What follows belongs to an exercise in optimizing a design on an open flow for small area and a short achievable clock period; a production flow would make more cautious choices. The RTL was checked by simulation tests, not by an equivalence proof against the original design. The clock port is modelled as an ideal driver, which makes a skipped or thinned clock tree look cheaper than it is; a real chip needs a root buffer or a tree. No activity file was given, so power comes from the tool's default toggle rates.

==> v36 <==
## cpu_top
module cpu_top (
    input  logic                         clk,
    input  logic                         rstn,
    input  logic                         instr_valid,
    input  logic [31:0]                  instr,
    output logic                         retire_valid,
    output logic                         retire_we,
    output logic [32-1:0]         retire_pc,
    output logic [5-1:0]   retire_rd,
    output logic [32-1:0]         retire_data,
    output logic [16-1:0] retire_count
);
Settings: LEC_CHECK=0, CAP_MARGIN=20, CORE_MARGIN=2, CORE_UTILIZATION=55, PLACE_DENSITY=0.7, SLEW_MARGIN=20, SYNTH_HIERARCHICAL=1; clock period 10.0 ns.
standard.sh (not shown) runs the stock make flow with config.mk's settings and CLKGATE_MAP_FILE= SYNTH_SCRIPT=/design/flow/synth_recipe.tcl, a recipe that flattens the netlist after the stock synthesis.
==> flow/flow/run.sh <==
#!/bin/bash
# the standard layout, but for the clock tree, and with timing repair aimed
# below the design's period (repair_timing works until each path has
# SETUP_SLACK_MARGIN ns of slack).
#   1. standard.sh up to placement, with buf_2 as the port buffer cell
#   2. flow/cts.tcl in place of ORFS's cts step: a two-level clock tree of
#      clkbuf_16 (the clock port drives 4 roots, each root 16 leaves, each
#      leaf a compact cluster of about 20 flip-flops), then ORFS's timing
#      repair and legalisation as in its cts step
#   3. standard.sh on to the end
# each step's output goes to its own log here; ORFS's own logs are in orfs/logs.
set -euo pipefail
M=7.0
bash standard.sh SETUP_SLACK_MARGIN=$M "BUFFER_PORTS_ARGS=-buffer_cell sky130_fd_sc_hd__buf_2" place > log_1_place.log 2>&1
bash standard.sh SETUP_SLACK_MARGIN=$M vars > log_2_vars.log 2>&1
P=${FLOW_PLATFORM:-sky130hd}
(
  set +u
  source orfs/objects/$P/cpu_top/base/vars.sh
  export SCRIPTS_DIR=$FLOW_HOME/scripts
  export FLOW_CLOCK_PORT=clk
  export FLOW_CTS_LEAF_DEPTH=6
  export FLOW_CTS_ROOT_DEPTH=2
  export FLOW_CTS_LEAF_CELL=sky130_fd_sc_hd__clkbuf_16
  export FLOW_CTS_ROOT_CELL=sky130_fd_sc_hd__clkbuf_16
  openroad -no_splash -exit -metrics "$LOG_DIR/4_1_cts.json" flow/cts.tcl > "$LOG_DIR/4_1_cts.log" 2>&1
) > log_3_cts.log 2>&1
cp orfs/logs/$P/cpu_top/base/4_1_cts.log log_3_cts.log
cp orfs/results/$P/cpu_top/base/4_1_cts.odb orfs/results/$P/cpu_top/base/4_cts.odb
bash standard.sh SETUP_SLACK_MARGIN=$M finish > log_4_finish.log 2>&1
==> flow/flow/cts.tcl <==
# clock tree stage of the layout: ORFS's cts.tcl with the clock tree built
# here instead of by clock_tree_synthesis: the clock port drives a few root
# buffers, each root drives leaf buffers, each leaf a compact cluster of
# flip-flops (recursive bisection of the flip-flop locations), so every
# flip-flop is two buffers from the port.
utl::set_metrics_stage "cts__{}"
source $::env(SCRIPTS_DIR)/load.tcl
erase_non_stage_variables cts
load_design 3_place.odb 3_place.sdc

proc bisect { pts depth } {
  if { $depth == 0 } {
    return [list $pts]
  }
  set xs [lmap p $pts { lindex $p 0 }]
  set ys [lmap p $pts { lindex $p 1 }]
  set w [expr { [tcl::mathfunc::max {*}$xs] - [tcl::mathfunc::min {*}$xs] }]
  set h [expr { [tcl::mathfunc::max {*}$ys] - [tcl::mathfunc::min {*}$ys] }]
  set idx [expr { $w >= $h ? 0 : 1 }]
  set s [lsort -integer -index $idx $pts]
  set n [llength $s]
  set m [expr { $n / 2 }]
  return [concat [bisect [lrange $s 0 [expr { $m - 1 }]] [expr { $depth - 1 }]] \
    [bisect [lrange $s $m end] [expr { $depth - 1 }]]]
}

proc centroid { pts } {
  set sx 0
  set sy 0
  foreach p $pts {
    set sx [expr { $sx + [lindex $p 0] }]
    set sy [expr { $sy + [lindex $p 1] }]
  }
  set n [llength $pts]
  return [list [expr { $sx / $n }] [expr { $sy / $n }]]
}

proc place_buf { block master name xy } {
  set inst [odb::dbInst_create $block $master $name]
  set w [$master getWidth]
  set h [$master getHeight]
  $inst setLocation [expr { int([lindex $xy 0] - $w / 2) }] [expr { int([lindex $xy 1] - $h / 2) }]
  $inst setPlacementStatus PLACED
  return $inst
}

proc build_clock_tree { leaf_depth root_depth leaf_cell root_cell } {
  set db [ord::get_db]
  set block [ord::get_db_block]
  set leaf_master [$db findMaster $leaf_cell]
  set root_master [$db findMaster $root_cell]
  set clk [[$block findBTerm $::env(FLOW_CLOCK_PORT)] getNet]
  set pts {}
  foreach it [$clk getITerms] {
    set bb [[$it getInst] getBBox]
    lappend pts [list [expr { ([$bb xMin] + [$bb xMax]) / 2 }] \
      [expr { ([$bb yMin] + [$bb yMax]) / 2 }] $it]
  }
  puts "clock tree: [llength $pts] sinks"
  set leaves [bisect $pts $leaf_depth]
  set per_root [expr { 1 << ($leaf_depth - $root_depth) }]
  set nroot [expr { 1 << $root_depth }]
  for { set r 0 } { $r < $nroot } { incr r } {
    set group [lrange $leaves [expr { $r * $per_root }] [expr { ($r + 1) * $per_root - 1 }]]
    set leaf_xy {}
    foreach cl $group {
      lappend leaf_xy [centroid $cl]
    }
    set rnet [odb::dbNet_create $block "clknet_root_$r"]
    $rnet setSigType CLOCK
    set rinst [place_buf $block $root_master "clkbuf_root_$r" [centroid $leaf_xy]]
    [$rinst findITerm A] connect $clk
    [$rinst findITerm X] connect $rnet
    set k 0
    foreach cl $group xy $leaf_xy {
      set name "${r}_$k"
      set lnet [odb::dbNet_create $block "clknet_leaf_$name"]
      $lnet setSigType CLOCK
      set linst [place_buf $block $leaf_master "clkbuf_leaf_$name" $xy]
      [$linst findITerm A] connect $rnet
      [$linst findITerm X] connect $lnet
      foreach p $cl {
        set it [lindex $p 2]
        $it disconnect
        $it connect $lnet
      }
      puts "clock tree: leaf $name [llength $cl] sinks"
      incr k
    }
  }
  $clk setSigType CLOCK
}

build_clock_tree $::env(FLOW_CTS_LEAF_DEPTH) $::env(FLOW_CTS_ROOT_DEPTH) \
  $::env(FLOW_CTS_LEAF_CELL) $::env(FLOW_CTS_ROOT_CELL)
set_propagated_clock [all_clocks]

log_cmd estimate_parasitics -placement
report_clock_latency

set_placement_padding -global \
  -left $::env(CELL_PAD_IN_SITES_DETAIL_PLACEMENT) \
  -right $::env(CELL_PAD_IN_SITES_DETAIL_PLACEMENT)
detailed_placement
log_cmd estimate_parasitics -placement
report_clock_latency

repair_timing_helper
detailed_placement
check_placement -verbose

report_metrics 4 "cts final"

orfs_write_db $::env(RESULTS_DIR)/4_1_cts.odb
orfs_write_sdc $::env(RESULTS_DIR)/4_cts.sdc
==> v15 (differences from v36) <==
--- a/flow/flow/run.sh
+++ b/flow/flow/run.sh
@@ -8,3 +8,3 @@
 #      leaf a compact cluster of about 20 flip-flops), then ORFS's timing
-#      repair and legalisation as in its cts step
+#      repair, area recovery (flow/downsize.tcl) and legalisation
 #   3. standard.sh on to the end
@@ -12,3 +12,3 @@
 set -euo pipefail
-M=7.0
+M=7.2
 bash standard.sh SETUP_SLACK_MARGIN=$M "BUFFER_PORTS_ARGS=-buffer_cell sky130_fd_sc_hd__buf_2" place > log_1_place.log 2>&1
@@ -21,4 +21,4 @@
   export FLOW_CLOCK_PORT=clk
-  export FLOW_CTS_LEAF_DEPTH=6
-  export FLOW_CTS_ROOT_DEPTH=2
+  export FLOW_CTS_LEAVES=64
+  export FLOW_CTS_ROOTS=4
   export FLOW_CTS_LEAF_CELL=sky130_fd_sc_hd__clkbuf_16
--- a/flow/flow/cts.tcl
+++ b/flow/flow/cts.tcl
@@ -3,4 +3,5 @@
 # buffers, each root drives leaf buffers, each leaf a compact cluster of
-# flip-flops (recursive bisection of the flip-flop locations), so every
-# flip-flop is two buffers from the port.
+# flip-flops (recursive splitting of the flip-flop locations), so every
+# flip-flop is two buffers from the port. After ORFS's timing repair, the
+# cells get the smallest drive strengths that keep the timing (downsize.tcl).
 utl::set_metrics_stage "cts__{}"
@@ -10,4 +11,7 @@
 
-proc bisect { pts depth } {
-  if { $depth == 0 } {
+# split pts into n compact clusters of near equal size: cut across the
+# longer side of their bounding box, in proportion to the clusters each
+# side gets.
+proc split_pts { pts n } {
+  if { $n <= 1 } {
     return [list $pts]
@@ -20,6 +24,6 @@
   set s [lsort -integer -index $idx $pts]
-  set n [llength $s]
-  set m [expr { $n / 2 }]
-  return [concat [bisect [lrange $s 0 [expr { $m - 1 }]] [expr { $depth - 1 }]] \
-    [bisect [lrange $s $m end] [expr { $depth - 1 }]]]
+  set n1 [expr { $n / 2 }]
+  set m [expr { ([llength $s] * $n1) / $n }]
+  return [concat [split_pts [lrange $s 0 [expr { $m - 1 }]] $n1] \
+    [split_pts [lrange $s $m end] [expr { $n - $n1 }]]]
 }
@@ -46,3 +50,3 @@
 
-proc build_clock_tree { leaf_depth root_depth leaf_cell root_cell } {
+proc build_clock_tree { nleaf nroot leaf_cell root_cell } {
   set db [ord::get_db]
@@ -59,7 +63,6 @@
   puts "clock tree: [llength $pts] sinks"
-  set leaves [bisect $pts $leaf_depth]
-  set per_root [expr { 1 << ($leaf_depth - $root_depth) }]
-  set nroot [expr { 1 << $root_depth }]
+  set per_root [expr { $nleaf / $nroot }]
+  set groups [split_pts $pts $nroot]
   for { set r 0 } { $r < $nroot } { incr r } {
-    set group [lrange $leaves [expr { $r * $per_root }] [expr { ($r + 1) * $per_root - 1 }]]
+    set group [split_pts [lindex $groups $r] $per_root]
     set leaf_xy {}
@@ -93,3 +96,3 @@
 
-build_clock_tree $::env(FLOW_CTS_LEAF_DEPTH) $::env(FLOW_CTS_ROOT_DEPTH) \
+build_clock_tree $::env(FLOW_CTS_LEAVES) $::env(FLOW_CTS_ROOTS) \
   $::env(FLOW_CTS_LEAF_CELL) $::env(FLOW_CTS_ROOT_CELL)
@@ -108,2 +111,4 @@
 repair_timing_helper
+source [file join [file dirname [info script]] downsize.tcl]
+downsize_cells $::env(SETUP_SLACK_MARGIN) 1.0
 detailed_placement
==> flow/flow/downsize.tcl (new file) <==
# area recovery after timing repair (downsize_cells below).

# re-estimate the parasitics of the nets on an instance's pins, which
# replace_cell leaves stale.
proc downsize_update_nets { name } {
  foreach pin [get_pins -of_objects [get_cells $name]] {
    set net [get_nets -quiet -of_objects $pin]
    if { $net ne "" } {
      est::estimate_parasitic_net $net
    }
  }
}

# give each cell the smallest drive strength of its family that keeps the
# worst setup slack at or above min(target, the worst slack before recovery),
# with no max-slew or max-capacitance violation and the cell's output slew
# under max_slew ns; largest cells first. Clock tree buffers are left alone.
# Only for placement parasitics: downsize_update_nets estimates a net as
# estimate_parasitics -placement does.
proc downsize_cells { target max_slew } {
  set db [ord::get_db]
  set block [ord::get_db_block]
  set dont_use {}
  if { [info exists ::env(DONT_USE_CELLS)] } {
    set dont_use $::env(DONT_USE_CELLS)
  }
  set fam {}
  foreach lib [$db getLibs] {
    foreach m [$lib getMasters] {
      set n [$m getName]
      if { [regexp {^(sky130_fd_sc_hd__\w+)_(\d+)$} $n -> base d] } {
        if { [lsearch -exact $dont_use $n] < 0 } {
          dict lappend fam $base [list $d $n [$m getWidth]]
        }
      }
    }
  }
  set ws0 [worst_slack -max]
  set floor [expr { min($target, $ws0) }]
  puts "downsize: worst slack [format %.3f $ws0], keeping it at or above [format %.3f $floor]"
  set insts [lsort -command { apply { { a b } {
    expr { [[$b getMaster] getWidth] - [[$a getMaster] getWidth] } } } } [$block getInsts]]
  set count 0
  set saved 0
  foreach inst $insts {
    set m [$inst getMaster]
    if { [$m getType] ne "CORE" } { continue }
    set n [$m getName]
    if { ![regexp {^(sky130_fd_sc_hd__\w+)_(\d+)$} $n -> base d] } { continue }
    if { [string match "*clkbuf*" $base] || [string match "clkbuf_*" [$inst getName]] } { continue }
    if { ![dict exists $fam $base] } { continue }
    set name [$inst getName]
    foreach o [lsort -integer -index 0 [dict get $fam $base]] {
      lassign $o od on ow
      if { $od >= $d } { break }
      if { $ow > [$m getWidth] } { continue }
      replace_cell $name $on
      downsize_update_nets $name
      set ok [expr { [worst_slack -max] >= $floor
                     && [sta::max_slew_violation_count] == 0
                     && [sta::max_capacitance_violation_count] == 0 }]
      if { $ok } {
        foreach pin [get_pins -of_objects [get_cells $name] -filter "direction == output"] {
          foreach p { slew_max_rise slew_max_fall } {
            if { [get_property $pin $p] > $max_slew } { set ok 0 }
          }
        }
      }
      if { $ok } {
        incr count
        set saved [expr { $saved + [$m getWidth] - $ow }]
        break
      }
      replace_cell $name $n
      downsize_update_nets $name
    }
  }
  set dbu [$block getDbUnitsPerMicron]
  puts "downsize: $count cells smaller, [format %.0f [expr { $saved * 2720.0 / $dbu / $dbu }]] um2 saved (by width), worst slack now [format %.3f [worst_slack -max]]"
}
CORE_UTILIZATION = 40   (was 55)
PLACE_DENSITY = not set   (was 0.7)
==> v8 (differences from v36) <==
--- a/flow/flow/run.sh
+++ b/flow/flow/run.sh
@@ -12,3 +12,3 @@
 set -euo pipefail
-M=7.0
+M=6.8
 bash standard.sh SETUP_SLACK_MARGIN=$M "BUFFER_PORTS_ARGS=-buffer_cell sky130_fd_sc_hd__buf_2" place > log_1_place.log 2>&1
CORE_UTILIZATION = 40   (was 55)
PLACE_DENSITY = not set   (was 0.7)
==> summary of the runs <==
- v8 finished clean. v15 produced a clean layout. v36 went through all stages and came out clean.
- Clock skew: v36 < v8 < v15.
- In sequential power, v8 and v15 hardly differ.
- The lowest setup slack belongs to v8, the highest to v36.
- Combinational power, highest first: v36, v15, v8.
- In synthesized area, v15 and v36 do not differ.
- Critical path depth: v36 is lower than v8 (5).
- Maximum frequency: v36 > v15 > v8.
- Sequential cell count is the same in v36 and v15.
In every run of this note, the design's own scripts or RTL, not TritonCTS, make the clock network.

[re-timing with driven ports]
How much do the figures lean on ideal ports? The routed layouts below were timed once more, with nothing changed but the port constraints. Step 1 (the two cells are an assumption about what drives the block):
set clk [get_ports {clk}]
set_driving_cell -lib_cell sky130_fd_sc_hd__clkbuf_16 $clk
set_driving_cell -lib_cell sky130_fd_sc_hd__buf_2 [delete_from_list [all_inputs] $clk]
Step 2, shift: input delay + t, output delay - t, t = (earliest + latest rising clock arrival at the registers) / 2. This alone moves slack from input paths to output paths. a / b / c = ideal ports / drivers / drivers and shift; a / b = the first two.
run	t, ns	slack for setup (ns)	worst register clock-pin slew, ns
v36	0.679	6.810 / 6.637 / 6.697	0.10 / 0.10
v15	0.683	6.796 / 6.625 / 6.720	0.09 / 0.09
v8	0.664	6.703 / 6.644 / 6.702	0.10 / 0.10
After both steps setup and hold are still met in every run listed. The setup slack of v36, which loses most, moves by -0.173 ns with the drivers and by -0.113 ns with both steps.
